What follows belongs to an exercise in optimizing a design on an open flow for small area; a production flow would make more cautious choices. Only simulation tests tie the RTL to the original design; equivalence was not proved. Power and IR drop assume default switching activity.

Setup of rev 12:
## lockstep_module
module lockstep_module
#(
    parameter int ADDR_W = 9
)
(
    input  logic       CORE_CLK,
    input  logic       RST_n,
    input  logic [1:0]  module_id,
    input  logic        wr_valid,
    input  logic [15:0] wr_addr,
    input  logic [7:0]  wr_data,
    output logic        wr_ready,
    output logic [27:0] bcast_out,
    input  logic [27:0] nbr_in0,
    input  logic [27:0] nbr_in1,
    input  logic [27:0] nbr_in2
);
Size in the first run: about 140 I/O pins, ~0.14 mm^2 of cells after synthesis.
Settings: LEC_CHECK=0, CAP_MARGIN=35, CORE_MARGIN=2, CORE_UTILIZATION=60, PLACE_DENSITY=0.7, SLEW_MARGIN=25, SYNTH_HIERARCHICAL=1; clock period 10.0 ns.
standard.sh (not shown) runs the stock make flow with config.mk's settings and CLKGATE_MAP_FILE= SYNTH_SCRIPT=/design/flow/synth_recipe.tcl, a recipe that flattens the netlist after the stock synthesis.
==> flow/flow/run.sh <==
#!/bin/bash
# Standard synthesis, then the standard layout with: every cell downsized to
# its smallest drive strength before floorplan, a clock tree of mid-size
# buffers without dummy loads, and small port buffers.
set -euo pipefail
W=$(pwd)
F=$W/flow
bash standard.sh synth > $W/synth.log 2>&1
bash standard.sh \
  PRE_FLOORPLAN_TCL=$F/downsize.tcl \
  "CTS_ARGS=-sink_clustering_enable -repair_clock_nets -dont_use_dummy_load -buf_list sky130_fd_sc_hd__clkbuf_8 -sink_clustering_size 16 -sink_clustering_max_diameter 50" \
  "BUFFER_PORTS_ARGS=-buffer_cell sky130_fd_sc_hd__buf_1" \
  finish > $W/layout.log 2>&1
==> flow/flow/downsize.tcl <==
# Before floorplan: give every cell the smallest drive strength of its family.
# Synthesis sizes cells for speed; the period leaves plenty of slack, and
# repair_design upsizes or buffers again wherever slew or load needs it.
set db [ord::get_db]
set block [ord::get_db_block]
array set best {}
foreach lib [$db getLibs] {
  foreach m [$lib getMasters] {
    set n [$m getName]
    if {![regexp {^(sky130_fd_sc_hd__[a-z0-9]+)_([0-9]+)$} $n -> base drv]} { continue }
    if {[regexp {lpflow|probe|tap|fill|decap|diode|dlygate|dlymetal|clkdlybuf|conb} $n]} { continue }
    set a [expr {[$m getWidth] * [$m getHeight]}]
    if {![info exists best($base)] || $a < [lindex $best($base) 1]} {
      set best($base) [list $m $a]
    }
  }
}
set cnt 0
foreach inst [$block getInsts] {
  set m [$inst getMaster]
  if {![regexp {^(sky130_fd_sc_hd__[a-z0-9]+)_([0-9]+)$} [$m getName] -> base drv]} { continue }
  if {![info exists best($base)]} { continue }
  set nm [lindex $best($base) 0]
  if {[$nm getWidth] < [$m getWidth]} {
    $inst swapMaster $nm
    incr cnt
  }
}
puts "downsize: swapped $cnt instances to smaller drive strengths"
Here is what was changed in the inputs of rev 13 compared with rev 12.
Settings: a change of PLACE_DENSITY from 0.7 to 0.8; a change of CORE_UTILIZATION from 60 to 70.
diff --git a/flow/flow/run.sh b/flow/flow/run.sh
--- a/flow/flow/run.sh
+++ b/flow/flow/run.sh
@@ -11 +11 @@
-  "CTS_ARGS=-sink_clustering_enable -repair_clock_nets -dont_use_dummy_load -buf_list sky130_fd_sc_hd__clkbuf_8 -sink_clustering_size 16 -sink_clustering_max_diameter 50" \
+  "CTS_ARGS=-sink_clustering_enable -repair_clock_nets -dont_use_dummy_load -buf_list sky130_fd_sc_hd__clkbuf_8 -sink_clustering_size 18 -sink_clustering_max_diameter 55" \
## What came out
- Ratio of cells with drive above 1 in the final layout ends up lower on rev 13.
- In the flow results for rev 12 and rev 13, the part of the total power dissipated in the clock network is larger on rev 12.
- Of rev 12 and rev 13, the run reporting the higher layout clock buffer count was rev 12.
- The core footprint in rev 12 is 1.17 times that in rev 13.
- Between rev 12 and rev 13, sequential fraction of total cell area is higher for rev 13, rev 12 comes in under that.
- Per the comparison of rev 13 with rev 12, critical path depth moved up; number of tap cells added at floorplan moved down; worst setup slack moved up.
- Compared with rev 12, rev 13 shows a higher measured slew at the worst slew-check pin.
- Per the comparison of rev 13 with rev 12, non-clock buffer count shows a reduction of 1.5%, layout overhead on the synthesized area fell 1.0 points.

-- static timing again, ports no longer ideal --
No port has a modelled driver above. Below, the same layouts with a new extraction and two added sets of constraints.
Step 1 (the two cells are an assumption about what drives the block):
set clk [get_ports {CORE_CLK}]
set_driving_cell -lib_cell sky130_fd_sc_hd__clkbuf_16 $clk
set_driving_cell -lib_cell sky130_fd_sc_hd__buf_2 [delete_from_list [all_inputs] $clk]
Step 2 adds t to the input delays and takes it off the output delays; t is the mean of the earliest and latest rising clock arrival at the registers after step 1. Input paths then give back, and output paths get back, about the clock's delay inside the block.
Slacks: ideal / step 1 / step 2; pairs: ideal / step 1.
run | shift t [ns] | setup slack, ns | clock arrival spread, ns | slew at the worst register clock pin (ns) | worst slew at a driven data input, ns
rev 12 | 1.187 | 2.996 / 2.904 / 3.085 | 0.152 / 0.152 | 0.11 / 0.11 | 0.11
rev 13 | 1.204 | 3.184 / 3.184 / 3.184 | 0.103 / 0.103 | 0.12 / 0.12 | 0.10
After both steps every run listed still meets setup and hold.
